Source: an optimization exercise on an open RTL-to-GDS flow (aim: small area, a short achievable clock period and few clock cycles per item). Production flows keep margins and buffers that such runs may drop. Only simulation tests tie the RTL to the original design; equivalence was not proved.

## butterfly2_pipe
module butterfly2_pipe #(
    parameter int N = 16,
    parameter int Q = 14
) (
    input  logic                clk,
    input  logic                rst,
    input  logic                in_valid,
    output logic                in_ready,
    input  logic                in_inv,
    input  logic                in_scale,
    input  logic signed [N-1:0] in0_r,
    input  logic signed [N-1:0] in0_i,
    input  logic signed [N-1:0] in1_r,
    input  logic signed [N-1:0] in1_i,
    input  logic signed [N-1:0] twiddle_r,
    input  logic signed [N-1:0] twiddle_i,
    output logic                out_valid,
    input  logic                out_ready,
    output logic signed [N-1:0] out0_r,
    output logic signed [N-1:0] out0_i,
    output logic signed [N-1:0] out1_r,
    output logic signed [N-1:0] out1_i,
    output logic                ovf,
    input  logic                ovf_clr
);
==> flow/config.mk <==
export PLATFORM = sky130hd
export DESIGN_NAME = butterfly2_pipe
export DESIGN_NICKNAME = butterfly2_pipe
export VERILOG_FILES = /design/flow/design.v
export SDC_FILE = /design/flow/constraint.sdc
export NUM_CORES = 4
export LEC_CHECK = 0
export CAP_MARGIN = 20
export CORE_MARGIN = 2
export CORE_UTILIZATION = 40
export CTS_BUF_LIST = sky130_fd_sc_hd__clkbuf_4 sky130_fd_sc_hd__clkbuf_8
export SETUP_SLACK_MARGIN = 4.75
export SLEW_MARGIN = 20
==> flow/constraint.sdc <==
create_clock -name core_clock -period 9.0 [get_ports {clk}]
set_input_delay 1.8000 -clock core_clock [delete_from_list [all_inputs] [get_ports {clk}]]
set_output_delay 1.8000 -clock core_clock [all_outputs]
set_load 0.01 [all_outputs]
run.sh (not shown) runs the stock make flow with config.mk's settings and CLKGATE_MAP_FILE= SYNTH_SCRIPT=/design/flow/synth_recipe.tcl, a recipe that flattens the netlist after the stock synthesis.
Testbench counts at the start, summed over its fixed seeds: cycles 24,024, items 24,000.
Then changed:
--- a/flow/config.mk
+++ b/flow/config.mk
@@ -10,3 +10,2 @@
 export CORE_UTILIZATION = 40
-export CTS_BUF_LIST = sky130_fd_sc_hd__clkbuf_4 sky130_fd_sc_hd__clkbuf_8
 export SETUP_SLACK_MARGIN = 4.75
Effect: Final area hardly moves. Wire length drops by about 0.5%. Synthesized area is unchanged. Clock-buffer cell count came out lower by 32. Maximum frequency rose by about 1.3%. Critical path depth is higher by 7. Utilization decreases by 0.12 points. Via count decreases by about 0.5%. Register-to-register slack stays flat.
Then changed:
==> flow/flow/run.sh (new file) <==
#!/bin/bash
set -e
export BUFFER_PORTS_ARGS="-buffer_cell sky130_fd_sc_hd__buf_2"
bash standard.sh > standard.log 2>&1
==> flow/standard.sh (new file) <==
#!/bin/bash
# synth_recipe.tcl (not shown) runs the flow's synth.tcl, then flattens the netlist and writes it again
# the make line also repeats each setting of config.mk as NAME=value (left out here)
make -C /OpenROAD-flow-scripts/flow DESIGN_CONFIG=/design/flow/config.mk WORK_HOME=/design/flow/orfs CLKGATE_MAP_FILE= SYNTH_SCRIPT=/design/flow/synth_recipe.tcl "${@:-finish}"
removed: flow/run.sh
Non-clock buffer count goes down by 23. Routed wire length rises by a few percent. Register-to-register slack barely changes. Sequential cell count does not change.


Setup of main:
butterfly2_pipe, a different RTL version from the one above (not shown whole).
Size: roughly 350 flip-flops, ~39000 sq um of cells after synthesis.
## butterfly2_pipe
module butterfly2_pipe #(
    parameter int N = 16,
    parameter int Q = 14
) (
    input  logic                clk,
    input  logic                rst,
    input  logic                in_valid,
    output logic                in_ready,
    input  logic                in_inv,
    input  logic                in_scale,
    input  logic signed [N-1:0] in0_r,
    input  logic signed [N-1:0] in0_i,
    input  logic signed [N-1:0] in1_r,
    input  logic signed [N-1:0] in1_i,
    input  logic signed [N-1:0] twiddle_r,
    input  logic signed [N-1:0] twiddle_i,
    output logic                out_valid,
    input  logic                out_ready,
    output logic signed [N-1:0] out0_r,
    output logic signed [N-1:0] out0_i,
    output logic signed [N-1:0] out1_r,
    output logic signed [N-1:0] out1_i,
    output logic                ovf,
    input  logic                ovf_clr
);
clock: 9.0 ns
lec_check: 0
cap_margin: 20
core_margin: 2
core_utilization: 40
cts_cluster_diameter: 80
cts_cluster_size: 30
slew_margin: 20
standard.sh (not shown) runs the stock make flow with config.mk's settings and CLKGATE_MAP_FILE= SYNTH_SCRIPT=/design/flow/synth_recipe.tcl, a recipe that flattens the netlist after the stock synthesis.
==> flow/flow/run.sh <==
#!/bin/bash
# The standard layout (standard.sh: ORFS with the standard flow's config, constraints
# and scripts), with two changes after synthesis:
#  - the buffers ORFS puts on every input and output port are buf_2 cells
#    instead of the default clkdlybuf4s50_1 delay cells;
#  - timing repair aims at 5.0 ns of setup slack at the fixed 9 ns period
#    (a 4.0 ns path delay).
# Synthesis is the standard one, run on its own first.
set -euo pipefail
export BUFFER_PORTS_ARGS="-buffer_cell sky130_fd_sc_hd__buf_2"
bash standard.sh synth > synth.log 2>&1
bash standard.sh finish SETUP_SLACK_MARGIN=5.0 > layout.log 2>&1
In summary, main completed successfully, with a layout that passed the timing, DRC and antenna checks.
Testbench counts of main, summed over its fixed seeds: cycles 24,024, items 24,000.
Inputs modified between main and the feature branch:
- CORE_UTILIZATION: 40 -> 45
## What came out
The feature branch ended with less minimum setup slack after placement than main.
Routed metal-1 wire length essentially unchanged between the feature branch and main.

static timing again, ports no longer ideal:
No port has a modelled driver above. Below, the same layouts with a new extraction and two added sets of constraints. Step 1 assumes that a clkbuf_16 drives the clock port and a buf_2 every other input. Step 2 times the ports against the registers' clock, not the clock port: input delays grow and output delays shrink by t, the midpoint of the rising clock arrivals with the driver on. a / b / c = no drivers / after step 1 / after step 2; a / b = the first two.
run | t, ns | slack for setup (ns) | pins driven straight from the clock port
the first run of note 1 | 0.769 | 4.796 / 4.752 / 4.262 | 1
the second run of note 1 | 0.679 | 4.849 / 4.788 / 4.379 | 1
the third run of note 1 | 0.703 | 4.842 / 4.842 / 4.708 | 1
main | 0.700 | 4.975 / 4.910 / 4.922 | 1
the feature branch | 0.687 | 4.890 / 4.822 / 4.944 | 1
After both steps every run listed still meets setup and hold. The setup slack of the first run of note 1, which loses most, moves by -0.044 ns with the drivers and by -0.534 ns with both steps.
